Context: an optimization exercise on an open-source flow, tuned for small area, a short achievable clock period and few clock cycles per item. The choices shown serve that exercise and are no tape-out recipe. At most, simulation tests tie the RTL to the original design; equivalence was not proved. Only the layout flow was run in run 3; the RTL was not checked for function there. Power is estimated from default activity; no workload was simulated.

`flow/constraint.sdc`:
```
create_clock -name core_clock -period 8.5 [get_ports {clk}]
set_input_delay 1.7000 -clock core_clock [delete_from_list [all_inputs] [get_ports {clk}]]
set_output_delay 1.7000 -clock core_clock [all_outputs]
set_load 0.01 [all_outputs]
```
`flow/design.v`:
```
package hafir_pkg;
  localparam int MAX_LINE_WIDTH = 4096;
  localparam int COL_W = 12;
  localparam int LW_W = 13;
  localparam int CH_W = 8;
  localparam int PIX_W = 24;
endpackage
module hafir_lane #(
  parameter int CPA = 1    
) (
  input  logic       k_pass,
  input  logic       k1,
  input  logic       k3,
  input  logic [7:0] a,
  input  logic [7:0] b,
  input  logic [7:0] c,
  input  logic [7:0] d,
  input  logic [7:0] e,
  output logic [7:0] filt
);
  logic [11:0] o1, o2, o3, p, q;
  logic [11:0] x1, y1, x2, y2, x3, y3;
  logic [11:0] sum;
  assign o1 = {3'd0, b, 1'b0};
  assign o2 = {3'd0, d, 1'b0};
  assign o3 = {3'd0, c, 1'b0};
  assign p  = k3 ? {4'd0, a} : {3'd0, c, 1'b0};
  assign q  = ({12{k1}} & {1'b0, c, 3'b000}) | ({12{k3}} & {4'd0, e});
  assign x1 = o1 ^ o2 ^ o3;
  assign y1 = {(o1[10:0] & o2[10:0]) | (o1[10:0] & o3[10:0]) | (o2[10:0] & o3[10:0]), 1'b0};
  assign x2 = x1 ^ y1 ^ p;
  assign y2 = {(x1[10:0] & y1[10:0]) | (x1[10:0] & p[10:0]) | (y1[10:0] & p[10:0]), 1'b0};
  assign x3 = x2 ^ y2 ^ q;
  assign y3 = {(x2[10:0] & y2[10:0]) | (x2[10:0] & q[10:0]) | (y2[10:0] & q[10:0]), 1'b0};
  if (CPA == 0) begin : g_add
    assign sum = x3 + y3;
  end else if (CPA == 1) begin : g_skl
    logic [11:0] g [5];
    logic [11:0] t [5];
    always_comb begin
      g[0] = x3 & y3;
      t[0] = x3 ^ y3;
      for (int l = 0; l < 4; l++) begin
        for (int i = 0; i < 12; i++) begin
          if (((i >> l) & 1) == 1) begin
            g[l+1][i] = g[l][i] | (t[l][i] & g[l][((i >> l) << l) - 1]);
            t[l+1][i] = t[l][i] & t[l][((i >> l) << l) - 1];
          end else begin
            g[l+1][i] = g[l][i];
            t[l+1][i] = t[l][i];
          end
        end
      end
    end
    assign sum = t[0] ^ {g[4][10:0], 1'b0};
  end else begin : g_rc
    logic [12:0] cy;
    assign cy[0] = 1'b0;
    for (genvar i = 0; i < 12; i++) begin : g_bit
      assign sum[i]  = x3[i] ^ y3[i] ^ cy[i];
      assign cy[i+1] = (x3[i] & y3[i]) | (x3[i] & cy[i]) | (y3[i] & cy[i]);
    end
  end
  assign filt = k_pass ? c : (k1 ? sum[11:4] : sum[10:3]);
endmodule
module horizontal_antialias_fir_core (
  input  logic        clk,
  input  logic        rst_n,
  input  logic        in_valid,
  output logic        in_ready,
  input  logic [7:0]  red_in,
  input  logic [7:0]  green_in,
  input  logic [7:0]  blue_in,
  output logic        out_valid,
  input  logic        out_ready,
  output logic [7:0]  red_out,
  output logic [7:0]  green_out,
  output logic [7:0]  blue_out,
  output logic        line_end,
  input  logic        cfg_psel,
  input  logic        cfg_penable,
  input  logic        cfg_pwrite,
  input  logic [2:0]  cfg_paddr,
  input  logic [31:0] cfg_pwdata,
  output logic [31:0] cfg_prdata,
  output logic        cfg_pready
);
  logic [1:0]  filter_sel_r;
  logic [12:0] line_width_r;
  logic [11:0] col_r;
  logic [23:0] w0_r, w1_r, w2_r, w3_r;    
  logic        v2_r, v3_r;                
  logic        t2_r, t3_r;                
  logic        kp_r, k1_r, k3_r;          
  logic [24:0] o_r;                       
  logic        ov_r;
  logic [23:0] px;
  logic [23:0] filt;
  logic [1:0]  sel_nx;
  logic [12:0] lw_nx;
  logic        o_free;
  logic        in_acc;
  logic        cfg_wr;
  logic [12:0] col_inc;
  logic        last;
  logic        use_filt;
  logic        emit;
  logic        shift;
  assign px = {red_in, green_in, blue_in};
  assign cfg_pready = 1'b1;
  assign cfg_wr     = cfg_psel && cfg_penable && cfg_pwrite;
  assign cfg_prdata = cfg_paddr[2] ? {19'd0, line_width_r} : {30'd0, filter_sel_r};
  always_ff @(posedge clk) begin
    if (!rst_n) begin
      filter_sel_r <= 2'd0;
      line_width_r <= 13'd640;
    end else if (cfg_wr) begin
      if (cfg_paddr[2]) line_width_r <= cfg_pwdata[12:0];
      else              filter_sel_r <= cfg_pwdata[1:0];
    end
  end
  assign col_inc  = {1'b0, col_r} + 13'd1;
  assign last     = col_inc[12] || (col_inc >= line_width_r);
  assign sel_nx   = (cfg_wr && !cfg_paddr[2]) ? cfg_pwdata[1:0] : filter_sel_r;
  assign lw_nx    = (cfg_wr && cfg_paddr[2]) ? cfg_pwdata[12:0] : line_width_r;
  assign use_filt = in_acc ? (!last && (col_r >= 12'd3))
                           : ((col_r >= 12'd4) && ({1'b0, col_r} < lw_nx));
  always_ff @(posedge clk) begin
    if (!rst_n) begin
      kp_r <= 1'b1;
      k1_r <= 1'b0;
      k3_r <= 1'b0;
    end else begin
      kp_r <= !use_filt || (sel_nx == 2'd0);
      k1_r <= sel_nx == 2'd1;
      k3_r <= sel_nx == 2'd3;
    end
  end
  assign o_free   = !ov_r || out_ready;
  assign in_ready = !v2_r || o_free;
  assign in_acc   = in_valid && in_ready;
  assign emit     = o_free && v2_r && (in_acc || t2_r || (v3_r && t3_r));
  assign shift    = in_acc || ((!v3_r || t3_r) && (emit || (!v2_r && v3_r)));
  for (genvar l = 0; l < 3; l++) begin : g_lane
    hafir_lane u_lane (
      .k_pass     (kp_r),
      .k1         (k1_r),
      .k3         (k3_r),
      .a          (w0_r[l*8 +: 8]),
      .b          (w1_r[l*8 +: 8]),
      .c          (w2_r[l*8 +: 8]),
      .d          (w3_r[l*8 +: 8]),
      .e          (px[l*8 +: 8]),
      .filt       (filt[l*8 +: 8])
    );
  end
  always_ff @(posedge clk) begin
    if (!rst_n) begin
      v2_r  <= 1'b0;
      v3_r  <= 1'b0;
      col_r <= 12'd0;
    end else begin
      if (shift) begin
        v2_r <= v3_r;
        v3_r <= in_acc;
      end else if (emit) begin
        v2_r <= 1'b0;
      end
      if (in_acc) col_r <= last ? 12'd0 : col_inc[11:0];
    end
  end
  always_ff @(posedge clk) begin
    if (shift) begin
      w0_r <= w1_r;
      w1_r <= w2_r;
      w2_r <= w3_r;
      w3_r <= px;
      t2_r <= t3_r;
      t3_r <= last;
    end
  end
  always_ff @(posedge clk) begin
    if (!rst_n) ov_r <= 1'b0;
    else        ov_r <= emit || (ov_r && !out_ready);
  end
  always_ff @(posedge clk) begin
    if (o_free) o_r <= {filt, t2_r};
  end
  assign out_valid = ov_r;
  assign red_out   = o_r[24:17];
  assign green_out = o_r[16:9];
  assign blue_out  = o_r[8:1];
  assign line_end  = o_r[0];
endmodule
```
`flow/flow/run.sh`:
```
#!/bin/bash
# The standard layout (the standard.sh, unchanged synthesis), with the
# port buffers inserted as buf_1 cells instead of the resizer's default pick.
set -euo pipefail
bash standard.sh "BUFFER_PORTS_ARGS=-buffer_cell sky130_fd_sc_hd__buf_1" finish > flow_make.log 2>&1
```
`flow/config.mk`:
```
export PLATFORM = sky130hd
export DESIGN_NAME = horizontal_antialias_fir_core
export DESIGN_NICKNAME = horizontal_antialias_fir_core
export VERILOG_FILES = /design/flow/design.v
export SDC_FILE = /design/flow/constraint.sdc
export NUM_CORES = 4
export LEC_CHECK = 0
export CAP_MARGIN = 20
export CORE_MARGIN = 2
export CORE_UTILIZATION = 40
export CTS_BUF_LIST = sky130_fd_sc_hd__clkbuf_4 sky130_fd_sc_hd__clkbuf_8
export CTS_CLUSTER_SIZE = 25
export SETUP_SLACK_MARGIN = 4.5
export SLEW_MARGIN = 20
```
`flow/standard.sh`:
```
#!/bin/bash
# synth_recipe.tcl (not shown) runs the flow's synth.tcl, then flattens the netlist and writes it again
# the make line also repeats each setting of config.mk as NAME=value (left out here)
make -C /OpenROAD-flow-scripts/flow DESIGN_CONFIG=/design/flow/config.mk WORK_HOME=/design/flow/orfs CLKGATE_MAP_FILE= SYNTH_SCRIPT=/design/flow/synth_recipe.tcl "${@:-finish}"
```
==> flow_metrics.py, run 1 <==
metrics = {
    "status": {
        "status": "no timing/DRC/antenna violations",
    },
    "final_layout": {
        "drive_gt1_share_pct": 18.1,
        "post-route-util_pct": 47.7,
        "final_common_cell": "inv_1",
        "finalNonFillerCells": 1424,
        "syn_to_final_growth_pct": 17.9,
        "nets": 1280,
        "final_cell_mix": "inv_1 (151), edfxtp_1 (123), buf_1 (82), fa_1 (69), nand2_1 (63)",
    },
    "global_routing": {
        "grtUsageTotal_pct": 15.9,
        "antenna_found_initial": 1,
        "first_global_vias": 6789,
        "grt_start_max_net_pins": 77,
        "grt_pass1_wl_um": 33400,
        "grt_overflow": 0,
    },
    "sta": {
        "fin_setup_tns_ns": 0,
        "fmax_ghz": 0.243,
        "fin_ws_ns": 4.38,
        "rsz0062_at_grt": "true",
        "period_needed_ns": 4.12,
        "fin_skew_ns": 0.0199,
        "final_hold_viol_count": 0,
        "slew_headroom_pct": 33.5,
        "fin_crit_sh_pct": 48.5,
        "worst_pin_slew_ns": 0.997,
        "maxSlewViolCount": 0,
        "setup_viol": 0,
    },
    "place": {
        "placed_cells": 1333,
        "hpwl_um": 14600,
        "numPortBuffers": 84,
        "post-place-ws_ns": 3.47,
        "gp_congestion": 0.773,
    },
    "clock_network": {
        "clock_latency_ns": 0.46,
        "cts_buffers": 17,
        "path_clk_slew_ns": 0.09,
        "cts-root-buf": "clkbuf_8",
        "clock-sinks": 156,
        "cts_buffer_depth": 2,
        "htreeDepth": 4,
        "hold_buffers": 0,
        "cts_tree": "yes",
    },
    "setup_path": {
        "cp_max_fo": 3,
        "critical_path_class": "flop to flop",
        "reg2reg_slack_ns": 4.38,
        "crit_path_end_kind": "flop",
        "arrival_ns": 4.29,
        "slowest_delay_ns": 0.56,
        "cp-start-kind": "flop",
        "path_common_cell": "inv_2",
        "critPathRequiredTime_ns": 8.66,
        "crit_slowest_cell": "fa_1",
        "path_cells": "inv_2 > fa_1 > inv_2 > fa_1 > inv_2 > fa_1 > inv_2 > ha_4 > nand4_1 > nor3_2 > nor3_2 > fa_2 > nor2_2 > a211oi_2 > a21oi_1",
    },
    "min_path": {
        "hold_class": "flop to flop",
    },
    "pwr": {
        "peakVddDrop_v": 0.000104,
        "power.static_leakage_uw": 0.00512,
        "p_per_area_nw_per_um2": 221,
        "clkPwrFrac_pct": 22.1,
        "seq_power_share_pct": 34.8,
        "power_uw": 2630,
        "p_int_uw": 1680,
        "power_switching_share_pct": 36.2,
        "comb_power_share_pct": 43.1,
        "switchingPower_uw": 952,
    },
    "route": {
        "vias_per_cell": 4.83,
        "first_pass_iters": 5,
        "routed_wl_um": 20800,
        "wl_per_cell_um": 14.6,
        "drt.antenna.violating_nets": 0,
        "drtIter0Drc": 425,
        "drc": 0,
        "dr_total_vias": 6872,
    },
    "die": {
        "die-area_um2": 26500,
        "placeableCoreArea_um2": 25000,
        "ios": 126,
        "row_count": 58,
        "fp.dieW_um": 163,
        "initial_core_util_pct": 40.5,
        "die_height_um": 163,
    },
    "synth": {
        "ys_seq_area_share_pct": 43.1,
        "ys_warn_count": 4,
        "syn-instance-count": 942,
        "postSynthAreaPerCell_um2": 10.7,
        "async_flop_share_pct": 0,
        "ys_ff_latch": 156,
        "yosysUniqueCellTypes": 57,
        "synth_edf_count": 123,
        "synth_flop_cell": "edfxtp_1",
        "netlist_area_um2": 10100,
    },
    "job": {
        "drv_cap": 0,
    },
}
## state kept, by name, summed over array words and instances, names as in the netlist, 2 cells and up
name	flops
o_r	25
w2_r	24
w3_r	24
line_width_r	13
filter_sel_r	2
col_r	12
w0_r	24
w1_r	24
## critical path: cells and delay by family, from the launching register on
kind,cells,cell delay [ns]
buf+inv,4,0.19
compound gates,2,0.32
simple gates,4,0.51
flops,1,0.40
fa+ha+maj,5,2.41
## layout make-up
class / count / area [um2]
repair buffers: 148 / 852
clock inverters: 14 / 160
diodes: 1 / 2.50
flip-flops and latches: 156 / 4360
multi-input cells: 566 / 5170
well taps: 330 / 413
fillers: 2342 / 13100
clock buffers: 18 / 241
inverters: 191 / 717
## timing repair
action,in CTS,in global routing
resized for setup,32,47
pin swaps,35,33
endpoints found under the setup margin,32,24
hold endpoints to repair,0,0
buffers inserted,33,25
## stage by stage
stage,area [um2],hold slack [ns]
after floorplan,10400,0.426
after global placement,10900,0.431
after detailed placement,10900,0.432
after CTS,11600,0.453
after global routing,11900,0.463
final,11900,0.449
## kinds of logic after synthesis
group / Yosys count / synth area share, %
other: 2 / 0.0743
adder cells (fa/ha/maj): 134 / 22.2
multiplexers: 30 / 3.00
AND/OR/NAND/NOR: 205 / 9.93
AO/OA/AOI/OAI: 152 / 9.82
XOR/XNOR: 25 / 2.17
buffers and inverters: 238 / 9.75
flip-flops: 156 / 43.1
## per-layer routing
| metal | part of all wire [%] | wire, um | global-route usage (%) |
|---|---|---|---|
| met5 | 0 | 0 | 0 |
| met4 | 0.69 | 144 | 3.06 |
| met3 | 4.0 | 836 | 3.31 |
| met2 | 49 | 10200 | 26.7 |
| met1 | 46 | 9520 | 21.5 |
## power by group through the flow
stage / combinational (uW) / sequential, uW / clock (uW)
5_1_grt: 1280 / 922 / 632
3_5_place_dp: 963 / 934 / 0
4_1_cts: 1030 / 916 / 602
6_report: 1130 / 916 / 582
2_1_floorplan: 775 / 929 / 0
3_3_place_gp: 939 / 932 / 0
## path summary, 6_finish.rpt
| check | cells past startpoint | start | to |
|---|---|---|---|
| hold / removal | 0 | w3_r[16] | w2_r[16] |
| setup reg to reg | 15 | w2_r[12] | o_r[14] |
| setup / recovery | 15 | w2_r[12] | o_r[14] |
| hold reg to reg | 0 | w3_r[16] | w2_r[16] |
## cell usage after synthesis, drive strengths merged (2+ instances only)
library cell  instances  area share [%]
fa                   75              15
nor3                 16            0.84
mux2i                28             2.8
a22o                  7            0.61
and2                 24             1.5
and3                  2            0.12
nor4                  2            0.12
nor2b                17             1.1
o21a                  4            0.30
edfxtp              123              37
clkbuf               19            0.71
o31a                  2            0.17
o211ai                3            0.22
o21ai                37             1.8
xor2                  9            0.78
a31oi                 3            0.19
nor2                 44             1.7
a21oi                33             1.6
a22oi                18             1.3
mux2                  2            0.22
or3                   3            0.24
ha                   59             7.3
xnor2                16             1.4
a211oi               14             1.1
a21o                  5            0.37
nand2b                3            0.19
dfxtp                33             6.5
inv                 190             7.1
a31o                  7            0.61
conb                  2           0.074
nand2                65             2.4
nand3                17            0.94
o21bai                2            0.15
o221ai                4            0.35
o22ai                 4            0.25
nand4                 9            0.56
a21boi                6            0.45
buf                  28             1.9
Testbench counts, summed over its fixed seeds: cycles 27,321, items 27,129.
==> run 2: changes to the inputs <==
--- a/flow/config.mk
+++ b/flow/config.mk
@@ -8,7 +8,5 @@
 export CAP_MARGIN = 20
 export CORE_MARGIN = 2
 export CORE_UTILIZATION = 40
-export CTS_BUF_LIST = sky130_fd_sc_hd__clkbuf_4 sky130_fd_sc_hd__clkbuf_8
-export CTS_CLUSTER_SIZE = 25
 export SETUP_SLACK_MARGIN = 4.5
 export SLEW_MARGIN = 20
==> run 2 against run 1 <==
Compared with the run above: still clean on timing, DRC and antenna; first-iteration DRC count rose by 13%; worst hold slack got worse by 0.00061 ns; clock skew fell by 0.0066 ns; total power rose by 7.7%; critical path type unchanged.
==> flow_metrics.py, run 2 <==
metrics = {
    "sta": {
        "fin_setup_tns_ns": 0,
        "period_needed_ns": 4.06,
        "fmax_ghz": 0.246,
        "maxSlewViolCount": 0,
        "fin_crit_sh_pct": 47.8,
        "slew_headroom_pct": 33.6,
        "setup_viol": 0,
        "fin_skew_ns": 0.0134,
        "rsz0062_at_grt": "true",
        "final_hold_viol_count": 0,
        "holdWs_ns": 0.449,
        "worst_pin_slew_ns": 0.996,
    },
    "pwr": {
        "p_per_area_nw_per_um2": 236,
        "peakVddDrop_v": 0.000128,
        "power.static_leakage_uw": 0.00516,
    },
    "clock_network": {
        "htreeDepth": 4,
        "cts_buffer_depth": 2,
        "clock-sinks": 156,
        "cts_tree": "yes",
        "cts-root-buf": "clkbuf_16",
        "path_clk_slew_ns": 0.07,
        "cts_buffers": 17,
        "clock_latency_ns": 0.43,
    },
    "place": {
        "place_area_um2": 10900,
        "hpwl_um": 14600,
        "numPortBuffers": 84,
        "gp_congestion": 0.773,
        "placed_cells": 1333,
    },
    "die": {
        "ios": 126,
        "initial_core_util_pct": 40.5,
        "row_count": 58,
        "placeableCoreArea_um2": 25000,
        "die-area_um2": 26500,
        "fp.dieW_um": 163,
        "die_height_um": 163,
    },
    "final_layout": {
        "regMostFlops": "o_r",
        "final_common_cell": "inv_1",
        "fin_area_um2": 12000,
        "final_cell_mix": "inv_1 (156), edfxtp_1 (123), buf_1 (80), fa_1 (69), nand2_1 (63)",
        "finalNonFillerCells": 1414,
        "drive_gt1_share_pct": 17.2,
        "nets": 1270,
        "syn_to_final_growth_pct": 19.0,
        "largest_reg_flops": 25,
    },
    "setup_path": {
        "crit_path_end_kind": "flop",
        "critPathRequiredTime_ns": 8.64,
        "cp-start-kind": "flop",
        "critical_path_class": "flop to flop",
        "cp_max_fo": 3,
        "arrival_ns": 4.20,
    },
    "route": {
        "routed_wl_um": 20600,
        "first_pass_iters": 5,
        "wl_per_cell_um": 14.5,
        "vias_per_cell": 4.81,
        "drc": 0,
        "drt.antenna.violating_nets": 0,
        "dr_total_vias": 6798,
        "drtIter0Drc": 479,
    },
    "global_routing": {
        "grt_overflow": 0,
        "antenna_found_initial": 1,
        "grt_start_max_net_pins": 77,
        "grt_pass1_wl_um": 33400,
        "grtUsageTotal_pct": 15.9,
        "first_global_vias": 6781,
    },
    "synth": {
        "synth_edf_count": 123,
        "yosysMostFrequentCell": "inv_1",
        "postSynthAreaPerCell_um2": 10.7,
        "yosysTopAreaCell": "edfxtp_1",
        "syn-instance-count": 942,
        "async_flop_share_pct": 0,
        "synth_top_area_share_pct": 36.6,
        "ys_top_cells_by_area": "edfxtp_1 (37%), fa_1 (15%), ha_1 (7.3%)",
        "synth_flop_cell": "edfxtp_1",
        "ys_ff_latch": 156,
        "yosysUniqueCellTypes": 57,
        "ys_seq_area_share_pct": 43.1,
        "ys_warn_count": 4,
        "netlist_area_um2": 10100,
        "synth_common_cells": "inv_1 (189), edfxtp_1 (123), fa_1 (75)",
    },
    "status": {
        "status": "no timing/DRC/antenna violations",
    },
    "job": {
        "drv_cap": 0,
    },
    "min_path": {
        "hold_class": "flop to flop",
    },
}
## run 2: cell counts after synthesis
Identical to the previous run, type by type.
## run 2: cells by family (layout without fill, tap and decap cells)
logic type | after synthesis | in the layout | share of synthesized area, %
AOI/OAI and AO/OA | 152 | 152 | 9.82
xor gates and xnor gates | 25 | 25 | 2.17
adders and majority gates | 134 | 134 | 22.2
buffers and inverters | 238 | 361 | 9.75
DFF | 156 | 156 | 43.1
muxes | 30 | 30 | 3.00
other | 2 | 21 | 0.0743
and+or+nand+nor | 205 | 205 | 9.93
## run 2: critical path, cell delays in order, from the launching register on
cell	delay [ns]
edfxtp_1	0.36
inv_1	0.07
fa_1	0.55
inv_2	0.04
fa_1	0.51
inv_2	0.04
fa_1	0.56
inv_2	0.05
ha_4	0.28
nand4_1	0.15
nor3_2	0.26
nor3_2	0.07
fa_2	0.54
nor2_1	0.06
a211oi_2	0.17
a21oi_1	0.06
## run 2: path summary, 6_finish.rpt
path	depth (start not counted)	from	endpoint	slack, ns
max	15	w1_r[12]	o_r[13]	4.44
min	0	w1_r[20]	w0_r[20]	0.45
max reg2reg	15	w1_r[12]	o_r[13]	4.44
min reg2reg	0	w1_r[20]	w0_r[20]	0.45
## run 2: per-stage QoR
| stage | utilization, % | setup WS [ns] | total power, uW |
|---|---|---|---|
| final | 48.2 | 4.44 | 2830 |
| after global routing | 48.2 | 4.28 | 3040 |
| after CTS | 47.2 | 4.40 | 2750 |
| after detailed placement | 43.6 | 3.47 | 1900 |
| after global placement | 43.6 | 3.52 | 1870 |
| after floorplan | - | 4.40 | 1700 |
## run 2: area by class of cell
type	instances	area [um2]
clock inverters	14	160
clock buffers	18	429
flip-flops and latches	156	4360
well taps	330	413
multi-input cells	566	5190
fillers	2327	12900
diodes	1	2.50
repair buffers	138	761
inverters	191	717
## run 2: what timing repair did
item                                    in CTS  in global routing
endpoints found under the hold margin        0                  0
hold buffers                                 0                  0
setup buffers                               33                 15
pin swaps                                   32                 27
resized for setup                           34                 38
endpoints found under the setup margin      32                 24
## run 2: routing by layer
metal  up-vias  GRT usage [%]  routed length (um)  share of wire, %
met1      3296           21.6                9370                46
met5         -              0                   0                 0
met2       132           26.6               10000                49
met3        11           3.08                1010               4.9
met4         0           3.30                 142              0.69
li1       3359              -                   -                 -
## run 2: where the power goes
group / internal, uW / leakage [uW] / switching, uW
sequential: 887 / 0.00150 / 28.8
combinational: 528 / 0.00338 / 615
clock: 440 / 0.000285 / 336
total: 1850 / 0.00516 / 980
==> run 3: changes to the inputs <==
--- a/flow/design.v
+++ b/flow/design.v
@@ -26,12 +26,16 @@
   assign o3 = {3'd0, c, 1'b0};
   assign p  = k3 ? {4'd0, a} : {3'd0, c, 1'b0};
   assign q  = ({12{k1}} & {1'b0, c, 3'b000}) | ({12{k3}} & {4'd0, e});
-  assign x1 = o1 ^ o2 ^ o3;
-  assign y1 = {(o1[10:0] & o2[10:0]) | (o1[10:0] & o3[10:0]) | (o2[10:0] & o3[10:0]), 1'b0};
-  assign x2 = x1 ^ y1 ^ p;
-  assign y2 = {(x1[10:0] & y1[10:0]) | (x1[10:0] & p[10:0]) | (y1[10:0] & p[10:0]), 1'b0};
-  assign x3 = x2 ^ y2 ^ q;
-  assign y3 = {(x2[10:0] & y2[10:0]) | (x2[10:0] & q[10:0]) | (y2[10:0] & q[10:0]), 1'b0};
+  logic [11:0] h1, h2, h3;
+  assign h1 = o1 ^ o2;
+  assign x1 = h1 ^ o3;
+  assign y1 = {(o1[10:0] & o2[10:0]) | (h1[10:0] & o3[10:0]), 1'b0};
+  assign h2 = x1 ^ y1;
+  assign x2 = h2 ^ p;
+  assign y2 = {(x1[10:0] & y1[10:0]) | (h2[10:0] & p[10:0]), 1'b0};
+  assign h3 = x2 ^ y2;
+  assign x3 = h3 ^ q;
+  assign y3 = {(x2[10:0] & y2[10:0]) | (h3[10:0] & q[10:0]), 1'b0};
   if (CPA == 0) begin : g_add
     assign sum = x3 + y3;
   end else if (CPA == 1) begin : g_skl
==> run 3 against run 2 <==
Compared with the run above: still clean on timing, DRC and antenna; fmax is 2.7% lower; utilization grew 1.1 points; count of clock-buffer cells in the layout shrank 1; clock skew grew 0.0012 ns; total power rose by 0.50%; sequential share of layout area increased by 0.059 points; sequential power up 0.7%; synthesized cell count is 8.1% lower; worst setup slack lost 0.11 ns; non-clock buffer count rose by 4; largest cell class unchanged; largest power group unchanged.
==> flow_metrics.py, run 3 <==
metrics = {
    "status": {
        "status": "no timing/DRC/antenna violations",
    },
    "route": {
        "dr_total_vias": 6667,
        "routed_wl_um": 21100,
        "route.met2.wl_um": 10300,
        "drt.antenna.violating_nets": 0,
        "drtIter0Drc": 322,
        "dr_wl_met3_um": 769,
        "met1_length_um": 9730,
        "wl_per_cell_um": 15.8,
        "highest_layer": "met4",
        "first_pass_iters": 5,
        "drc": 0,
        "vias_per_cell": 5.00,
    },
    "synth": {
        "synth_top_area_share_pct": 37.1,
        "synth_edf_count": 123,
        "ys_seq_area_share_pct": 43.7,
        "ys_top_cells_by_area": "edfxtp_1 (37%), fa_1 (15%), ha_1 (7.4%)",
        "netlist_area_um2": 9960,
        "ys_warn_count": 4,
        "synth_common_cells": "edfxtp_1 (123), inv_1 (119), fa_1 (75)",
        "async_flop_share_pct": 0,
        "synth_flop_cell": "edfxtp_1",
        "yosysTopAreaCell": "edfxtp_1",
        "ys_ff_latch": 156,
        "postSynthAreaPerCell_um2": 11.5,
        "yosysUniqueCellTypes": 54,
        "yosysMostFrequentCell": "edfxtp_1",
        "syn-instance-count": 866,
    },
    "die": {
        "ios": 126,
        "row_count": 57,
        "die-area_um2": 26200,
        "die_height_um": 162,
        "placeableCoreArea_um2": 24400,
        "fp.dieW_um": 162,
        "initial_core_util_pct": 40.8,
    },
    "final_layout": {
        "nets": 1196,
        "fillers": 2231,
        "regMostFlops": "o_r",
        "final_cell_mix": "edfxtp_1 (123), inv_1 (111), buf_1 (79), fa_1 (64), buf_4 (47)",
        "n_antenna_cell": 0,
        "post-route-util_pct": 49.3,
        "drive_gt1_share_pct": 17.8,
        "largest_reg_flops": 25,
        "final_common_cell": "edfxtp_1",
        "syn_to_final_growth_pct": 20.7,
    },
    "setup_path": {
        "critical_path_class": "input port to flop",
        "cp_max_fo": 4,
        "crit_slowest_cell": "fa_2",
        "crit_buf_inv": 2,
        "cp-start-kind": "input port",
        "crit_family": "adder cells",
        "slowest_delay_ns": 0.54,
        "arrival_ns": 4.31,
        "critPathRequiredTime_ns": 8.64,
        "path_cells": "buf_1 > a22oi_1 > fa_1 > inv_1 > ha_4 > nand4_1 > o22ai_2 > nor3_2 > fa_2 > nor2_1 > a211oi_1 > a21oi_1",
        "crit_path_end_kind": "flop",
    },
    "global_routing": {
        "first_global_vias": 6730,
        "grt_overflow": 0,
        "antenna_found_initial": 0,
        "grt_pass1_wl_um": 33300,
        "grt_start_max_net_pins": 70,
        "grtUsageTotal_pct": 16.0,
    },
    "clock_network": {
        "clock_latency_ns": 0.43,
        "cts-root-buf": "clkbuf_16",
        "cts_tree": "yes",
        "hold_buffers": 0,
        "clock-sinks": 156,
        "cts_buffers": 17,
        "htreeDepth": 4,
        "path_clk_slew_ns": 0.07,
        "cts_buffer_depth": 2,
    },
    "sta": {
        "holdWs_ns": 0.455,
        "period_needed_ns": 4.17,
        "fin_skew_ns": 0.0145,
        "fin_crit_sh_pct": 49.1,
        "final_hold_viol_count": 0,
        "maxSlewViolCount": 0,
        "fmax_ghz": 0.240,
        "setup_viol": 0,
        "fin_setup_tns_ns": 0,
        "worst_pin_slew_ns": 0.892,
        "slew_headroom_pct": 40.6,
        "rsz0062_at_grt": "true",
    },
    "min_path": {
        "hold_class": "flop to flop",
    },
    "pwr": {
        "p_per_area_nw_per_um2": 237,
        "power.static_leakage_uw": 0.00491,
        "peakVddDrop_v": 0.000153,
    },
    "job": {
        "drv_cap": 0,
    },
    "place": {
        "numPortBuffers": 84,
        "hpwl_um": 14100,
        "gp_congestion": 0.767,
    },
}
run 3: changes by cell type in the layout (fill, tap and decap cells not counted), moves of 6 or more:
cell / delta
mux2i_1: +12
nor2_1: -12
inv_1: -45
inv_2: -26
mux2_2: +6
nand2_1: -23
nand3_1: +13
nor2b_1: +6
run 3: timing repair:
action,CTS,global route
endpoints found under the setup margin,34,24
pin swaps,15,47
gates resized for setup,29,56
buffers inserted,30,20
cloned,0,2
run 3: metrics by stage:
step | power (uW) | cell area, um2 | instances | setup WS [ns]
3_5_place_dp | 1850 | 10600 | 1248 | 3.46
4_1_cts | 2690 | 11500 | 1310 | 4.43
3_3_place_gp | 1830 | 10600 | 1248 | 3.49
5_1_grt | 3060 | 12000 | 1333 | 4.27
6_report | 2850 | 12000 | 1333 | 4.33
2_1_floorplan | 1660 | 10100 | 884 | 4.38
run 3: final cells by class:
class	instances	area [um2]	share of cell area [%]
Inverter	120	450	3.75
Timing Repair Buffer	142	875	7.28
Multi-Input combinational cell	559	5360	44.6
Clock buffer	17	425	3.54
Tap cell	324	405	3.37
Sequential cell	156	4360	36.3
Clock inverter	15	141	1.18
run 3: cells by family after synthesis:
| kind of cell | share of synthesized area, % |
|---|---|
| compound gates | 8.97 |
| xor+xnor | 2.20 |
| fa+ha+maj | 22.5 |
| buf+inv | 7.34 |
| flops | 43.7 |
| mux | 4.93 |
| other cells | 0.0754 |
| simple gates | 10.3 |
run 3: power breakdown:
| group | switching, uW | internal [uW] | leakage (uW) |
|---|---|---|---|
| Sequential | 32.8 | 889 | 0.00150 |
| Clock | 328 | 407 | 0.000260 |
| Combinational | 638 | 554 | 0.00315 |
run 3: final timing paths:
| check | from | to | slack (ns) | cells after the start |
|---|---|---|---|---|
| setup / recovery | green_in[7] | o_r[13] | 4.33 | 12 |
| hold / removal | w1_r[16] | w0_r[16] | 0.45 | 0 |
| setup reg to reg | w1_r[11] | o_r[13] | 4.35 | 13 |
| hold reg to reg | w1_r[16] | w0_r[16] | 0.45 | 0 |
run 3: routing by layer:
metal / track usage (%) / up-vias
met4: 4.47 / 0
met3: 2.60 / 18
met5: 0 / -
met2: 27.1 / 122
li1: - / 3207
met1: 21.5 / 3320
==> run 4: changes to the inputs <==
--- a/flow/design.v
+++ b/flow/design.v
@@ -100,8 +100,7 @@
   logic        ov_r;
   logic [23:0] px;
   logic [23:0] filt;
-  logic [1:0]  sel_nx;
-  logic [12:0] lw_nx;
+  logic        wr_d_r;
   logic        o_free;
   logic        in_acc;
   logic        cfg_wr;
@@ -125,23 +124,23 @@
   end
   assign col_inc  = {1'b0, col_r} + 13'd1;
   assign last     = col_inc[12] || (col_inc >= line_width_r);
-  assign sel_nx   = (cfg_wr && !cfg_paddr[2]) ? cfg_pwdata[1:0] : filter_sel_r;
-  assign lw_nx    = (cfg_wr && cfg_paddr[2]) ? cfg_pwdata[12:0] : line_width_r;
   assign use_filt = in_acc ? (!last && (col_r >= 12'd3))
-                           : ((col_r >= 12'd4) && ({1'b0, col_r} < lw_nx));
+                           : ((col_r >= 12'd4) && ({1'b0, col_r} < line_width_r));
   always_ff @(posedge clk) begin
     if (!rst_n) begin
-      kp_r <= 1'b1;
-      k1_r <= 1'b0;
-      k3_r <= 1'b0;
+      wr_d_r <= 1'b0;
+      kp_r   <= 1'b1;
+      k1_r   <= 1'b0;
+      k3_r   <= 1'b0;
     end else begin
-      kp_r <= !use_filt || (sel_nx == 2'd0);
-      k1_r <= sel_nx == 2'd1;
-      k3_r <= sel_nx == 2'd3;
+      wr_d_r <= cfg_wr;
+      kp_r   <= !use_filt || (filter_sel_r == 2'd0);
+      k1_r   <= filter_sel_r == 2'd1;
+      k3_r   <= filter_sel_r == 2'd3;
     end
   end
   assign o_free   = !ov_r || out_ready;
-  assign in_ready = !v2_r || o_free;
+  assign in_ready = !wr_d_r && (!v2_r || o_free);
   assign in_acc   = in_valid && in_ready;
   assign emit     = o_free && v2_r && (in_acc || t2_r || (v3_r && t3_r));
   assign shift    = in_acc || ((!v3_r || t3_r) && (emit || (!v2_r && v3_r)));
==> flow/flow/run.sh (replaced) <==
#!/bin/bash
# The standard layout (the standard.sh, unchanged synthesis), with the
# port buffers inserted as buf_1 cells instead of the resizer's default pick.
set -euo pipefail
bash standard.sh "BUFFER_PORTS_ARGS=-buffer_cell sky130_fd_sc_hd__buf_1"  finish > flow_make.log 2>&1
==> run 4 against run 3 <==
Compared with the run above: still clean; worst hold slack got worse by 0.0064 ns; die area fell by 1.1%; critical path depth rose by 1; critical path type is now flop to flop.
==> flow_metrics.py, run 4 <==
metrics = {
    "clock_network": {
        "hold_buffers": 0,
        "htreeDepth": 4,
        "path_clk_slew_ns": 0.06,
        "cts_buffer_depth": 2,
        "cts-root-buf": "clkbuf_16",
        "cts_buffers": 17,
        "cts_tree": "yes",
        "clock-sinks": 157,
        "clock_latency_ns": 0.43,
    },
    "setup_path": {
        "crit_slowest_cell": "fa_1",
        "path_common_cell": "fa_1",
        "slowest_delay_ns": 0.54,
        "cp_max_fo": 3,
        "critPathRequiredTime_ns": 8.63,
        "path_cells": "fa_1 > inv_1 > fa_1 > inv_1 > fa_1 > ha_4 > nand4_1 > o22ai_2 > nor3_2 > fa_2 > nor2_1 > a211oi_1 > a21oi_1",
        "crit_family": "adder cells",
        "cp-start-kind": "flop",
        "arrival_ns": 4.18,
        "crit_path_end_kind": "flop",
        "crit_buf_inv": 2,
        "critical_path_class": "flop to flop",
    },
    "pwr": {
        "peakVddDrop_v": 0.000151,
        "clkPwrFrac_pct": 25.6,
        "power_switching_share_pct": 34.3,
        "p_per_area_nw_per_um2": 239,
        "p_int_uw": 1840,
        "seq_power_share_pct": 33.3,
        "comb_power_share_pct": 41.1,
        "switchingPower_uw": 959,
        "power.static_leakage_uw": 0.00473,
    },
    "route": {
        "drtIter0Drc": 332,
        "drc": 0,
        "first_pass_iters": 4,
        "routed_wl_um": 20400,
        "wl_per_cell_um": 15.4,
        "drt.antenna.violating_nets": 0,
        "dr_total_vias": 6515,
        "vias_per_cell": 4.92,
    },
    "die": {
        "ios": 126,
        "row_count": 57,
        "fp.dieW_um": 161,
        "die_height_um": 161,
        "initial_core_util_pct": 40.6,
        "die-area_um2": 25900,
        "placeableCoreArea_um2": 24200,
    },
    "global_routing": {
        "grt_start_max_net_pins": 60,
        "grtUsageTotal_pct": 15.9,
        "grt_pass1_wl_um": 32600,
        "grt_overflow": 0,
        "antenna_found_initial": 1,
        "first_global_vias": 6479,
    },
    "sta": {
        "fmax_ghz": 0.247,
        "fin_ws_ns": 4.44,
        "worst_pin_slew_ns": 0.899,
        "fin_setup_tns_ns": 0,
        "fin_crit_sh_pct": 47.7,
        "slew_headroom_pct": 40.1,
        "holdWs_ns": 0.448,
        "setup_viol": 0,
        "period_needed_ns": 4.06,
        "fin_skew_ns": 0.0139,
        "maxSlewViolCount": 0,
        "final_hold_viol_count": 0,
        "rsz0062_at_grt": "true",
    },
    "final_layout": {
        "final_common_cell": "edfxtp_1",
        "syn_to_final_growth_pct": 18.8,
        "drive_gt1_share_pct": 14.9,
        "largest_reg_flops": 25,
        "final_cell_mix": "edfxtp_1 (123), inv_1 (108), buf_1 (81), nand2_1 (70), fa_1 (67)",
        "nets": 1188,
        "fin_area_um2": 11700,
        "regMostFlops": "o_r",
    },
    "synth": {
        "syn-instance-count": 866,
        "ys_top_cells_by_area": "edfxtp_1 (38%), fa_1 (15%), ha_1 (7.6%)",
        "synth_edf_count": 123,
        "yosysUniqueCellTypes": 52,
        "yosysTopAreaCell": "edfxtp_1",
        "ys_ff_latch": 157,
        "ys_seq_area_share_pct": 44.4,
        "synth_flop_cell": "edfxtp_1",
        "ys_warn_count": 4,
        "postSynthAreaPerCell_um2": 11.4,
        "netlist_area_um2": 9850,
        "synth_top_area_share_pct": 37.5,
        "synth_common_cells": "edfxtp_1 (123), inv_1 (116), fa_1 (75)",
        "async_flop_share_pct": 0,
        "yosysMostFrequentCell": "edfxtp_1",
    },
    "min_path": {
        "hold_class": "flop to flop",
    },
    "place": {
        "numPortBuffers": 84,
        "place_area_um2": 10500,
        "hpwl_um": 13900,
        "post-place-ws_ns": 4.04,
        "gp_congestion": 0.801,
    },
    "status": {
        "status": "no timing/DRC/antenna violations",
    },
    "job": {
        "drv_cap": 0,
    },
}
-- run 4: cell count changes in the layout (fill, tap and decap cells not counted), moves of 9 or more --
| cell | change |
|---|---|
| nand2_1 | +30 |
| o21ai_0 | -19 |
| nor2_1 | +9 |
| o21ai_1 | +18 |
| nand3_1 | -16 |
| mux2i_1 | -12 |
| a21oi_1 | +10 |
| nor2b_1 | -14 |
-- run 4: logic make-up (layout without fill, tap and decap cells) --
kind of cell | after synthesis | in the layout | share of synthesized area (%)
AOI/OAI and AO/OA | 142 | 142 | 9.56
xor gates and xnor gates | 22 | 22 | 1.96
adders and majority gates | 135 | 135 | 22.9
buffers and inverters | 165 | 281 | 7.09
DFF | 157 | 157 | 44.4
muxes | 36 | 36 | 3.76
other | 2 | 21 | 0.0763
and+or+nand+nor | 207 | 207 | 10.3
-- run 4: worst paths after layout --
check | from | endpoint | slack [ns] | depth (start not counted)
setup / recovery | w3_r[11] | o_r[13] | 4.44 | 13
hold / removal | w3_r[0] | w2_r[0] | 0.45 | 0
setup reg to reg | w3_r[11] | o_r[13] | 4.44 | 13
hold reg to reg | w3_r[0] | w2_r[0] | 0.45 | 0
-- run 4: routing by layer --
layer,vias up,global-route usage (%),part of all wire [%]
li1,3190,-,-
met4,0,6.01,2.1
met2,93,25.8,49
met1,3204,21.6,46
met5,-,0,0
met3,28,2.43,2.7
-- run 4: area by class of cell --
type | count | area [um2]
Sequential cell | 157 | 4380
Clock inverter | 10 | 88.8
Clock buffer | 22 | 448
Antenna cell | 1 | 2.50
Tap cell | 324 | 405
Multi-Input combinational cell | 562 | 5180
Inverter | 119 | 447
Timing Repair Buffer | 130 | 744
Fill cell | 2203 | 12500
-- run 4: timing repair --
item | CTS | global route
pin swaps | 18 | 22
cloned | 0 | 2
gates resized for setup | 28 | 28
setup endpoints to repair | 31 | 21
buffers inserted | 24 | 15
endpoints found under the hold margin | 0 | 0
-- run 4: worst register-to-register path, stage by stage, from the launching register on --
cell and delay (ns):
edfxtp_1 0.42, fa_1 0.55, inv_1 0.05, fa_1 0.53, inv_1 0.05, fa_1 0.51, ha_4 0.30, nand4_1 0.16
o22ai_2 0.19, nor3_2 0.08, fa_2 0.54, nor2_1 0.04, a211oi_1 0.26, a21oi_1 0.08
-- run 4: metrics by stage --
stage / cells / total power [uW] / utilization, %
2_1_floorplan: 884 / 1690 / -
3_3_place_gp: 1251 / 1850 / 43.4
3_5_place_dp: 1251 / 1870 / 43.4
4_1_cts: 1307 / 2700 / 47.0
5_1_grt: 1325 / 3010 / 48.3
6_report: 1325 / 2800 / 48.3
-- run 4: power by group through the flow --
stage,Clock (uW),Sequential [uW],Combinational (uW)
after floorplan,0,951,742
after global placement,0,954,901
after detailed placement,0,955,914
after CTS,735,933,1030
after global routing,764,939,1310
final,716,932,1150
Testbench counts of run 4, summed over its fixed seeds: cycles 27,321, items 27,129.
==> run 5: changes to the inputs <==
--- a/flow/config.mk
+++ b/flow/config.mk
@@ -8,5 +8,5 @@
 export CAP_MARGIN = 20
 export CORE_MARGIN = 2
 export CORE_UTILIZATION = 40
-export SETUP_SLACK_MARGIN = 4.5
+export SETUP_SLACK_MARGIN = 4.8
 export SLEW_MARGIN = 20
==> run 5 against run 4 <==
Compared with the run above: die area unchanged; final cell count is 1.3% higher; cell area up 4.1%; clock skew grew 0.0015 ns; sequential share of layout area fell by 1.5 points; non-clock buffer count is 18 higher; largest power group unchanged; synthesized cell count did not move; sequential cell count is the same; worst hold slack improved by 0.0035 ns; worst setup slack improved by 0.011 ns; area after synthesis unchanged.
==> flow_metrics.py, run 5 <==
metrics = {
    "status": {
        "status": "no timing/DRC/antenna violations",
    },
    "job": {
        "drv_cap": 0,
    },
    "sta": {
        "period_needed_ns": 4.04,
        "maxSlewViolCount": 0,
        "rsz0062_at_grt": "true",
        "fmax_ghz": 0.247,
        "fin_skew_ns": 0.0155,
        "setup_viol": 0,
        "fin_setup_tns_ns": 0,
        "final_hold_viol_count": 0,
        "worst_pin_slew_ns": 0.830,
        "fin_crit_sh_pct": 47.6,
        "slew_headroom_pct": 44.5,
    },
    "place": {
        "hpwl_um": 14500,
        "placed_cells": 1252,
        "gp_congestion": 0.792,
        "numPortBuffers": 84,
    },
    "final_layout": {
        "finalNonFillerCells": 1342,
        "nets": 1206,
        "regMostFlops": "o_r",
        "final_cell_mix": "edfxtp_1 (123), inv_1 (107), nand2_1 (68), buf_1 (67), fa_1 (66)",
        "syn_to_final_growth_pct": 23.7,
        "n_antenna_cell": 0,
        "drive_gt1_share_pct": 20.7,
        "fillers": 2211,
        "final_common_cell": "edfxtp_1",
        "largest_reg_flops": 25,
    },
    "synth": {
        "ys_seq_area_share_pct": 44.4,
        "yosysUniqueCellTypes": 52,
        "ys_top_cells_by_area": "edfxtp_1 (38%), fa_1 (15%), ha_1 (7.6%)",
        "yosysMostFrequentCell": "edfxtp_1",
        "synth_adder_area_share_pct": 22.9,
        "synth_top_area_share_pct": 37.5,
        "async_flop_share_pct": 0,
        "postSynthAreaPerCell_um2": 11.4,
        "yosysTopAreaCell": "edfxtp_1",
        "synth_xor_area_share_pct": 1.96,
        "ys_ff_latch": 157,
        "ys_warn_count": 4,
        "synth_common_cells": "edfxtp_1 (123), inv_1 (116), fa_1 (75)",
        "synthMuxAreaShare_pct": 3.76,
        "synth_edf_count": 123,
        "syn-instance-count": 866,
        "yosys.area_share.simple_pct": 10.3,
        "netlist_area_um2": 9850,
        "synth_flop_cell": "edfxtp_1",
        "synth_top_family_by_area": "adder cells",
        "synth_compound_area_share_pct": 9.56,
    },
    "setup_path": {
        "critical_path_class": "input port to flop",
        "cp-start-kind": "input port",
        "arrival_ns": 4.19,
        "cp_max_fo": 3,
        "crit_path_end_kind": "flop",
        "critPathRequiredTime_ns": 8.64,
    },
    "clock_network": {
        "htreeDepth": 4,
        "cts_tree": "yes",
        "cts_buffer_depth": 2,
        "clock_latency_ns": 0.43,
        "cts-root-buf": "clkbuf_16",
        "hold_buffers": 0,
        "path_clk_slew_ns": 0.07,
        "clock-sinks": 157,
        "cts_buffers": 17,
    },
    "route": {
        "drtIter0Drc": 440,
        "vias_per_cell": 5.01,
        "wl_per_cell_um": 16.3,
        "routed_wl_um": 21800,
        "drt.antenna.violating_nets": 0,
        "first_pass_iters": 5,
        "dr_total_vias": 6719,
        "drc": 0,
    },
    "die": {
        "initial_core_util_pct": 40.6,
        "fp.dieW_um": 161,
        "ios": 126,
        "row_count": 57,
        "die-area_um2": 25900,
        "placeableCoreArea_um2": 24200,
        "die_height_um": 161,
    },
    "pwr": {
        "power_uw": 2960,
        "p_per_area_nw_per_um2": 243,
        "peakVddDrop_v": 0.000114,
        "power.static_leakage_uw": 0.00498,
    },
    "global_routing": {
        "grt_pass1_wl_um": 35800,
        "antenna_found_initial": 1,
        "grt_overflow": 0,
        "first_global_vias": 6983,
        "grt_start_max_net_pins": 67,
        "grtUsageTotal_pct": 17.6,
    },
    "min_path": {
        "hold_class": "flop to flop",
    },
}
## run 5: changes by cell type in the layout (fill, tap and decap cells not counted), moves of 3 or more
cell,previous run,this run
inv_6,2,8
and2_1,30,17
clkinv_2,4,1
buf_1,81,67
and2_4,0,13
buf_4,40,51
buf_6,4,21
inv_8,0,3
o221ai_1,3,0
a21oi_4,0,4
## run 5: final cells by class
type	count	area [um2]	area share, %
inverter	119	447	3.67
clock inverter	14	121	0.997
multi-input combinational	562	5350	44.0
sequential	157	4380	36.0
clock buffer	18	439	3.61
tap	324	405	3.33
timing repair buffer	148	1030	8.47
## run 5: what timing repair did
| action | 4_1_cts | 5_1_grt |
|---|---|---|
| pin swaps | 45 | 17 |
| resized for setup | 73 | 33 |
| buffers inserted | 42 | 14 |
| endpoints found under the setup margin | 38 | 50 |
| gates cloned | 2 | 0 |
## run 5: worst paths after layout
kind / from / to / slack, ns / depth (start not counted)
setup / recovery: blue_in[4] / o_r[6] / 4.46 / 11
hold / removal: w3_r[0] / w2_r[0] / 0.45 / 0
setup reg to reg: w1_r[5] / o_r[6] / 4.47 / 13
hold reg to reg: w3_r[0] / w2_r[0] / 0.45 / 0
## run 5: cells by family (layout without fill, tap and decap cells)
logic type | after synthesis | in the layout
mux | 36 | 36
simple gates | 207 | 207
other cells | 2 | 20
fa+ha+maj | 135 | 135
flops | 157 | 157
buf+inv | 165 | 299
compound gates | 142 | 142
xor+xnor | 22 | 22
## run 5: power by group
group	internal [uW]	switching (uW)	total, uW
registers	897	34.7	932
clock network	394	340	734
logic	613	682	1290
## run 5: stage by stage
step | hold WS, ns | setup slack (ns) | utilization (%) | instance area [um2]
4_1_cts | 0.454 | 4.46 | 49.1 | 11900
5_1_grt | 0.463 | 4.30 | 50.2 | 12200
6_report | 0.452 | 4.46 | 50.2 | 12200
2_1_floorplan | 0.426 | 3.87 | - | 10100
3_5_place_dp | 0.438 | 3.99 | 43.6 | 10600
3_3_place_gp | 0.430 | 4.02 | 43.6 | 10600
## run 5: worst max-delay path, cell delays in order
cell and delay (ns):
buf_1 0.11, a22o_1 0.21, fa_2 0.51, ha_4 0.30, nand4_1 0.17, nor3_2 0.24
nor3_2 0.08, fa_2 0.53, nor2_1 0.05, a211oi_2 0.21, a21oi_1 0.08
## run 5: metal layers
layer	part of all wire [%]	wire [um]	vias up	GRT usage, %
met5	0.060	13	-	0
met4	1.7	367	2	4.83
met3	3.7	813	28	3.95
met2	49	10700	146	30.0
met1	45	9920	3322	22.6
li1	-	-	3221	-
==> run 6: changes to the inputs <==
--- a/flow/config.mk
+++ b/flow/config.mk
@@ -7,6 +7,6 @@
 export LEC_CHECK = 0
 export CAP_MARGIN = 20
 export CORE_MARGIN = 2
-export CORE_UTILIZATION = 40
-export SETUP_SLACK_MARGIN = 4.8
+export CORE_UTILIZATION = 60
+export SETUP_SLACK_MARGIN = 4.5
 export SLEW_MARGIN = 20
==> run 6 against run 5 <==
Compared with the run above: via count increased by 0.33%; synthesized cell count unchanged; clock power up 11%; routed wire length is 2.2% lower; worst setup slack improved by 0.044 ns; final cell count decreased by 9.8%; non-clock buffer count down 21; global-route usage up 7.4 points; cell area decreased by 4.5%; die area fell by 33%; critical path depth unchanged; critical path type unchanged; critical endpoint is now o_r[14]; largest cell class unchanged; highest routed layer is now met4.
==> flow_metrics.py, run 6 <==
metrics = {
    "sta": {
        "period_needed_ns": 4.00,
        "rsz0062_at_grt": "true",
        "fin_setup_tns_ns": 0,
        "fmax_ghz": 0.250,
        "fin_skew_ns": 0.00890,
        "maxSlewViolCount": 0,
        "holdWs_ns": 0.461,
        "worst_pin_slew_ns": 0.954,
        "slew_headroom_pct": 36.2,
        "final_hold_viol_count": 0,
        "setup_viol": 0,
        "fin_crit_sh_pct": 47.1,
    },
    "synth": {
        "yosysTopAreaCell": "edfxtp_1",
        "synth_top_area_share_pct": 37.5,
        "synthMuxAreaShare_pct": 3.76,
        "synth_adder_area_share_pct": 22.9,
        "synth_common_cells": "edfxtp_1 (123), inv_1 (116), fa_1 (75)",
        "postSynthAreaPerCell_um2": 11.4,
        "ys_ff_latch": 157,
        "synth_top_family_by_area": "adder cells",
        "synth_flop_cell": "edfxtp_1",
        "async_flop_share_pct": 0,
        "yosysUniqueCellTypes": 52,
        "syn-instance-count": 866,
        "yosysMostFrequentCell": "edfxtp_1",
        "synth_compound_area_share_pct": 9.56,
        "ys_warn_count": 4,
        "synth_xor_area_share_pct": 1.96,
        "synth_edf_count": 123,
        "yosys.area_share.simple_pct": 10.3,
        "netlist_area_um2": 9850,
        "ys_seq_area_share_pct": 44.4,
        "ys_top_cells_by_area": "edfxtp_1 (38%), fa_1 (15%), ha_1 (7.6%)",
    },
    "final_layout": {
        "multi_input_area_um2": 5210,
        "nets": 1185,
        "drive_gt1_share_pct": 14.6,
        "fin_area_um2": 11600,
        "syn_to_final_growth_pct": 18.1,
        "n_antenna_cell": 0,
        "final_common_cell": "edfxtp_1",
        "fillers": 1143,
        "regArea_um2": 4380,
        "final_cell_mix": "edfxtp_1 (123), inv_1 (111), buf_1 (81), nand2_1 (69), fa_1 (65)",
        "largest_reg_flops": 25,
        "regMostFlops": "o_r",
    },
    "route": {
        "drc": 0,
        "routed_wl_um": 21400,
        "drt.antenna.violating_nets": 0,
        "drtIter0Drc": 406,
        "dr_total_vias": 6741,
        "first_pass_iters": 4,
        "wl_per_cell_um": 17.6,
        "vias_per_cell": 5.57,
    },
    "setup_path": {
        "r2r-start": "w3_r[11]",
        "cp-start-kind": "input port",
        "arrival_ns": 4.16,
        "reg2reg_slack_ns": 4.50,
        "critPathRequiredTime_ns": 8.66,
        "crit_family": "adder cells",
        "crit_slowest_cell": "fa_2",
        "cp_max_fo": 2,
        "reg2regPathDepth": 13,
        "critical_path_class": "input port to flop",
        "crit_path_end_kind": "flop",
        "crit_path_end": "o_r[14]",
        "cp-startpoint": "green_in[4]",
        "slowest_delay_ns": 0.55,
        "path_cells": "buf_1 > a22o_1 > fa_1 > ha_4 > nand4_1 > nor3_4 > nor3_2 > fa_2 > nor2_1 > a211oi_1 > a21oi_1",
        "cp.depth": 11,
        "crit_buf_inv": 1,
        "r2r_end": "o_r[14]",
    },
    "die": {
        "initial_core_util_pct": 61.8,
        "fp.dieW_um": 132,
        "die_height_um": 132,
        "die-area_um2": 17500,
        "placeableCoreArea_um2": 15900,
        "row_count": 46,
        "ios": 126,
    },
    "place": {
        "numPortBuffers": 84,
        "hpwl_um": 14500,
        "gp_congestion": 0.861,
        "place_area_um2": 10400,
    },
    "global_routing": {
        "grtUsageTotal_pct": 25.0,
        "first_global_vias": 7161,
        "grt_start_max_net_pins": 56,
        "antenna_found_initial": 0,
        "grt_pass1_wl_um": 34600,
        "grt_overflow": 0,
    },
    "pwr": {
        "p_per_area_nw_per_um2": 252,
        "power.static_leakage_uw": 0.00475,
        "peakVddDrop_v": 0.000153,
        "power_uw": 2930,
    },
    "clock_network": {
        "clock-sinks": 157,
        "cts_buffer_depth": 2,
        "cts_tree": "yes",
        "cts_buffers": 17,
        "path_clk_slew_ns": 0.06,
        "clock_latency_ns": 0.43,
        "hold_buffers": 0,
        "htreeDepth": 4,
        "cts-root-buf": "clkbuf_16",
    },
    "status": {
        "status": "no timing/DRC/antenna violations",
    },
    "job": {
        "drv_cap": 0,
    },
    "min_path": {
        "hold_class": "flop to flop",
    },
}
-- run 6: cell type report --
type / instances / share of cell area [%]
multi-input cells: 562 / 44.8
flip-flops and latches: 157 / 37.6
repair buffers: 127 / 6.06
inverters: 119 / 3.84
clock buffers: 18 / 3.69
well taps: 216 / 2.32
clock inverters: 12 / 1.69
-- run 6: power by group --
part	internal, uW	switching, uW
combinational	543	638
clock	516	300
sequential	898	35.6
total	1960	973
-- run 6: logic make-up (layout without fill, tap and decap cells) --
family,after synthesis,after routing
compound gates,142,142
fa+ha+maj,135,135
buf+inv,165,276
xor+xnor,22,22
other cells,2,20
simple gates,207,207
flops,157,157
mux,36,36
-- run 6: worst min path at each step --
| stage | start | to | cells after the start |
|---|---|---|---|
| 3_5_place_dp | w3_r[0] | w2_r[0] | 0 |
| 4_1_cts | w3_r[0] | w2_r[0] | 0 |
| 3_3_place_gp | w3_r[0] | w2_r[0] | 0 |
| 5_1_grt | w1_r[8] | w0_r[8] | 0 |
| 2_1_floorplan | w1_r[0] | w0_r[0] | 0 |
| 6_report | w3_r[0] | w2_r[0] | 0 |
-- run 6: repair_timing --
| item | CTS | global route |
|---|---|---|
| resized for setup | 26 | 29 |
| buffers inserted | 23 | 13 |
| gates cloned | 0 | 2 |
| endpoints found under the setup margin | 31 | 22 |
| pin swaps | 18 | 30 |
-- run 6: stage by stage --
step,utilization [%],setup slack [ns],instances
after floorplan,-,3.87,884
after global placement,65.1,4.08,1143
after detailed placement,65.1,4.02,1143
after CTS,71.3,4.45,1196
after global routing,72.9,4.32,1211
final,72.9,4.50,1211
-- run 6: per-layer routing --
layer	vias up	routed length (um)	GRT usage, %
met5	-	0	0
met4	0	349	7.31
met3	28	827	4.58
met2	160	11000	43.4
met1	3357	9230	32.1
li1	3196	-	-
==> run 7: changes to the inputs <==
--- a/flow/config.mk
+++ b/flow/config.mk
@@ -7,6 +7,8 @@
 export LEC_CHECK = 0
 export CAP_MARGIN = 20
 export CORE_MARGIN = 2
-export CORE_UTILIZATION = 60
+export CORE_UTILIZATION = 40
+export CTS_BUF_LIST = sky130_fd_sc_hd__clkbuf_4 sky130_fd_sc_hd__clkbuf_8
+export CTS_CLUSTER_SIZE = 25
 export SETUP_SLACK_MARGIN = 4.5
 export SLEW_MARGIN = 20
==> run 7 against run 6 <==
Compared with the run above: register-to-register slack lost 0.06 ns; largest power group unchanged; routed wire length shrank 4.8%; sequential cell count is the same.
==> flow_metrics.py, run 7 <==
metrics = {
    "global_routing": {
        "grt_pass1_wl_um": 32300,
        "grtUsageTotal_pct": 15.7,
        "grt_overflow": 0,
        "first_global_vias": 6462,
        "antenna_found_initial": 1,
        "grt_start_max_net_pins": 60,
    },
    "final_layout": {
        "nets": 1189,
        "post-route-util_pct": 47.6,
        "fillers": 2238,
        "final_cell_mix": "edfxtp_1 (123), inv_1 (107), buf_1 (82), nand2_1 (69), fa_1 (68)",
        "drive_gt1_share_pct": 15.4,
        "largest_reg_flops": 25,
        "regMostFlops": "o_r",
        "syn_to_final_growth_pct": 17.2,
        "finalNonFillerCells": 1326,
        "final_common_cell": "edfxtp_1",
    },
    "sta": {
        "maxSlewViolCount": 0,
        "fin_setup_tns_ns": 0,
        "rsz0062_at_grt": "true",
        "fin_skew_ns": 0.0249,
        "fmax_ghz": 0.246,
        "worst_pin_slew_ns": 0.910,
        "final_hold_viol_count": 0,
        "setup_viol": 0,
        "period_needed_ns": 4.07,
        "slew_headroom_pct": 39.4,
        "fin_ws_ns": 4.43,
        "fin_crit_sh_pct": 47.8,
    },
    "clock_network": {
        "cts_buffer_depth": 2,
        "hold_buffers": 0,
        "cts-root-buf": "clkbuf_8",
        "htreeDepth": 4,
        "path_clk_slew_ns": 0.08,
        "clock_latency_ns": 0.46,
        "clock-sinks": 157,
        "cts_tree": "yes",
        "cts_buffers": 17,
    },
    "die": {
        "initial_core_util_pct": 40.6,
        "placeableCoreArea_um2": 24200,
        "fp.dieW_um": 161,
        "die-area_um2": 25900,
        "ios": 126,
        "die_height_um": 161,
        "row_count": 57,
    },
    "job": {
        "drv_cap": 0,
    },
    "route": {
        "drtIter0Drc": 323,
        "wl_per_cell_um": 15.3,
        "vias_per_cell": 4.93,
        "drt.antenna.violating_nets": 0,
        "first_pass_iters": 6,
        "drc": 0,
        "dr_total_vias": 6537,
        "routed_wl_um": 20300,
    },
    "place": {
        "gp_congestion": 0.801,
        "post-place-ws_ns": 4.04,
        "hpwl_um": 13900,
        "numPortBuffers": 84,
        "placed_cells": 1251,
    },
    "synth": {
        "synth_common_cells": "edfxtp_1 (123), inv_1 (116), fa_1 (75)",
        "ys_warn_count": 4,
        "postSynthAreaPerCell_um2": 11.4,
        "async_flop_share_pct": 0,
        "ys_top_cells_by_area": "edfxtp_1 (38%), fa_1 (15%), ha_1 (7.6%)",
        "synth_edf_count": 123,
        "synth_top_area_share_pct": 37.5,
        "synth_flop_cell": "edfxtp_1",
        "ys_ff_latch": 157,
        "yosysTopAreaCell": "edfxtp_1",
        "yosysUniqueCellTypes": 52,
        "netlist_area_um2": 9850,
        "syn-instance-count": 866,
        "yosysMostFrequentCell": "edfxtp_1",
        "ys_seq_area_share_pct": 44.4,
    },
    "pwr": {
        "power.static_leakage_uw": 0.00468,
        "peakVddDrop_v": 0.000111,
        "power_uw": 2610,
        "p_per_area_nw_per_um2": 226,
    },
    "setup_path": {
        "reg2regPathDepth": 13,
        "reg2reg_slack_ns": 4.43,
        "r2r-start": "w3_r[11]",
        "arrival_ns": 4.21,
        "critPathRequiredTime_ns": 8.65,
        "crit_path_end_kind": "flop",
        "r2r_end": "o_r[13]",
        "cp_max_fo": 2,
        "critical_path_class": "flop to flop",
        "cp-start-kind": "flop",
    },
    "min_path": {
        "min_path_cells": 0,
        "hold_path_end": "w2_r[0]",
        "hp-start": "w3_r[0]",
        "hold_class": "flop to flop",
    },
    "status": {
        "status": "no timing/DRC/antenna violations",
    },
}
-- run 7: logic make-up (layout without fill, tap and decap cells) --
logic type / count (synthesis) / in the layout / synth area share, %
simple gates: 207 / 207 / 10.3
buf+inv: 165 / 282 / 7.09
flops: 157 / 157 / 44.4
compound gates: 142 / 142 / 9.56
fa+ha+maj: 135 / 135 / 22.9
mux: 36 / 36 / 3.76
xor+xnor: 22 / 22 / 1.96
other cells: 2 / 21 / 0.0763
-- run 7: layout make-up --
type                            count  area, um2  area share (%)
Multi-Input combinational cell    562       5200            45.1
Sequential cell                   157       4380            37.9
Timing Repair Buffer              131        746            6.46
Inverter                          119        447            3.87
Tap cell                          324        405            3.51
Clock buffer                       22        272            2.35
Clock inverter                     10       88.8           0.769
Antenna cell                        1       2.50          0.0217
-- run 7: worst max-delay path by stage --
| stage | startpoint | slack, ns | cells after the start | to |
|---|---|---|---|---|
| after global routing | w3_r[20] | 4.27 | 13 | o_r[21] |
| final | w3_r[11] | 4.43 | 13 | o_r[13] |
| after global placement | green_in[3] | 4.04 | 12 | o_r[13] |
| after detailed placement | green_in[3] | 4.04 | 12 | o_r[14] |
| after floorplan | out_ready | 3.87 | 2 | t2_r |
| after CTS | w3_r[5] | 4.45 | 13 | o_r[6] |
-- run 7: metal layers --
layer	part of all wire, %	vias up	track usage (%)
met5	0	-	0
met4	2.3	0	5.76
li1	-	3188	-
met1	47	3221	21.1
met3	2.8	24	2.27
met2	48	104	25.9
-- run 7: what timing repair did --
| item | CTS | global route |
|---|---|---|
| endpoints found under the setup margin | 31 | 21 |
| setup buffers | 22 | 18 |
| gates resized for setup | 22 | 33 |
| pin swaps | 5 | 32 |
| cloned | 0 | 2 |
-- run 7: through the flow --
stage / area [um2] / hold slack (ns)
after floorplan: 10000 / 0.426
after global placement: 10500 / 0.432
after detailed placement: 10500 / 0.434
after CTS: 11200 / 0.453
after global routing: 11500 / 0.457
final: 11500 / 0.450
-- run 7: critical path, cell delays in order (launching register included) --
cell and delay [ns]:
edfxtp_1 0.42, fa_1 0.54, inv_1 0.05, fa_1 0.53, inv_1 0.05, fa_1 0.51, ha_4 0.30, nand4_1 0.19
nor3_4 0.20, nor3_2 0.07, fa_2 0.53, nor2_1 0.04, a211oi_1 0.24, a21oi_1 0.08
-- run 7: where the power goes --
group	total (uW)	internal, uW	switching [uW]
combinational	1140	531	613
sequential	930	896	34.0
clock	532	248	284
==> run 8: changes to the inputs <==
--- a/flow/config.mk
+++ b/flow/config.mk
@@ -8,7 +8,8 @@
 export CAP_MARGIN = 20
 export CORE_MARGIN = 2
 export CORE_UTILIZATION = 40
-export CTS_BUF_LIST = sky130_fd_sc_hd__clkbuf_4 sky130_fd_sc_hd__clkbuf_8
-export CTS_CLUSTER_SIZE = 25
+export CTS_BUF_LIST = sky130_fd_sc_hd__clkbuf_8
+export CTS_CLUSTER_DIAMETER = 100
+export CTS_CLUSTER_SIZE = 50
 export SETUP_SLACK_MARGIN = 4.5
 export SLEW_MARGIN = 20
==> run 8 against run 7 <==
Compared with the run above: largest power group unchanged; via count is 0.57% lower; critical endpoint unchanged; die area unchanged; worst hold slack about the same; critical path depth did not move.
==> flow_metrics.py, run 8 <==
metrics = {
    "synth": {
        "netlist_area_um2": 9850,
        "synth_top_area_share_pct": 37.5,
        "synth_edf_count": 123,
        "ys_seq_area_share_pct": 44.4,
        "async_flop_share_pct": 0,
        "yosysUniqueCellTypes": 52,
        "ys_warn_count": 4,
        "ys_ff_latch": 157,
        "synth_common_cells": "edfxtp_1 (123), inv_1 (116), fa_1 (75)",
        "yosysMostFrequentCell": "edfxtp_1",
        "yosysTopAreaCell": "edfxtp_1",
        "synth_flop_cell": "edfxtp_1",
    },
    "route": {
        "drt.antenna.violating_nets": 0,
        "routed_wl_um": 20300,
        "drtIter0Drc": 350,
        "wl_per_cell_um": 15.4,
        "vias_per_cell": 4.92,
        "first_pass_iters": 4,
        "drc": 0,
    },
    "setup_path": {
        "critical_path_class": "flop to flop",
        "reg2reg_slack_ns": 4.42,
        "cp-startpoint": "w3_r[11]",
        "critPathRequiredTime_ns": 8.65,
        "cp_max_fo": 2,
        "cp-start-kind": "flop",
        "crit_path_end": "o_r[13]",
        "crit_path_end_kind": "flop",
        "r2r_end": "o_r[13]",
    },
    "final_layout": {
        "fillers": 2241,
        "final_common_cell": "edfxtp_1",
        "multi_input_area_um2": 5200,
        "regArea_um2": 4380,
        "syn_to_final_growth_pct": 16.4,
        "nets": 1183,
        "final_cell_mix": "edfxtp_1 (123), inv_1 (112), buf_1 (82), nand2_1 (69), fa_1 (68)",
        "regMostFlops": "o_r",
    },
    "sta": {
        "final_hold_viol_count": 0,
        "slew_headroom_pct": 38.1,
        "rsz0062_at_grt": "true",
        "fin_crit_sh_pct": 47.9,
        "maxSlewViolCount": 0,
        "fmax_ghz": 0.245,
        "worst_pin_slew_ns": 0.929,
        "fin_setup_tns_ns": 0,
        "fin_skew_ns": 0.0244,
        "setup_viol": 0,
    },
    "clock_network": {
        "cts-root-buf": "clkbuf_8",
        "cts_buffers": 17,
        "cts_buffer_depth": 2,
        "clock-sinks": 157,
        "cts_tree": "yes",
    },
    "global_routing": {
        "grt_overflow": 0,
        "grt_pass1_wl_um": 32300,
        "antenna_found_initial": 1,
        "grt_start_max_net_pins": 60,
        "first_global_vias": 6451,
    },
    "die": {
        "row_count": 57,
        "placeableCoreArea_um2": 24200,
        "ios": 126,
        "die_height_um": 161,
        "initial_core_util_pct": 40.6,
        "die-area_um2": 25900,
    },
    "status": {
        "status": "no timing/DRC/antenna violations",
    },
    "place": {
        "hpwl_um": 13900,
        "placed_cells": 1251,
        "gp_congestion": 0.801,
        "numPortBuffers": 84,
    },
    "pwr": {
        "p_per_area_nw_per_um2": 225,
        "peakVddDrop_v": 0.000124,
        "power.static_leakage_uw": 0.00464,
    },
    "min_path": {
        "hold_class": "flop to flop",
    },
}
run 8: logic make-up after synthesis:
family,Yosys count,synth area share (%)
other cells,2,0.0763
buf+inv,165,7.09
mux,36,3.76
compound gates,142,9.56
simple gates,207,10.3
fa+ha+maj,135,22.9
xor+xnor,22,1.96
flops,157,44.4
run 8: area by class of cell:
cell class	count	area share (%)
multi-input combinational	562	45.4
sequential	157	38.2
timing repair buffer	125	6.00
inverter	119	3.90
tap	324	3.54
clock buffer	17	2.04
clock inverter	15	0.939
antenna	1	0.0218
run 8: what timing repair did:
action / CTS / global route
cloned: 0 / 2
setup buffers: 21 / 13
hold buffers: 0 / 0
pin swaps: 5 / 35
setup endpoints to repair: 31 / 20
gates resized for setup: 22 / 32
run 8: critical path, cell delays in order, from the launching register on:
cell      delay, ns
edfxtp_1       0.42
fa_1           0.54
inv_1          0.05
fa_1           0.53
inv_1          0.05
fa_1           0.51
ha_4           0.30
nand4_1        0.19
nor3_4         0.20
nor3_2         0.07
fa_2           0.53
nor2_1         0.04
a211oi_1       0.24
a21oi_1        0.08
run 8: metrics by stage:
| stage | setup slack [ns] | hold WS (ns) | cell area (um2) | power (uW) | utilization [%] |
|---|---|---|---|---|---|
| 3_5_place_dp | 4.04 | 0.434 | 10500 | 1870 | 43.4 |
| 3_3_place_gp | 4.04 | 0.432 | 10500 | 1850 | 43.4 |
| 5_1_grt | 4.30 | 0.457 | 11500 | 2790 | 47.3 |
| 6_report | 4.42 | 0.450 | 11500 | 2580 | 47.3 |
| 4_1_cts | 4.45 | 0.453 | 11100 | 2460 | 45.9 |
| 2_1_floorplan | 3.87 | 0.426 | 10000 | 1690 | - |
run 8: where the power goes:
group,internal [uW],switching (uW)
sequential,896,34.0
clock,226,285
combinational,529,610
run 8: per-layer routing:
| metal | vias up | part of all wire, % | track usage [%] |
|---|---|---|---|
| li1 | 3179 | - | - |
| met3 | 24 | 3.0 | 2.27 |
| met1 | 3192 | 47 | 21.1 |
| met4 | 0 | 2.3 | 5.76 |
| met5 | - | 0 | 0 |
| met2 | 105 | 48 | 25.8 |
run 8: worst min-delay path by stage:
stage	cells after the start	startpoint	slack, ns	endpoint
final	0	w3_r[0]	0.45	w2_r[0]
after global routing	0	w3_r[0]	0.46	w2_r[0]
after CTS	0	w3_r[0]	0.45	w2_r[0]
after detailed placement	0	w3_r[0]	0.43	w2_r[0]
after global placement	0	w3_r[8]	0.43	w2_r[8]
after floorplan	0	w1_r[0]	0.43	w0_r[0]
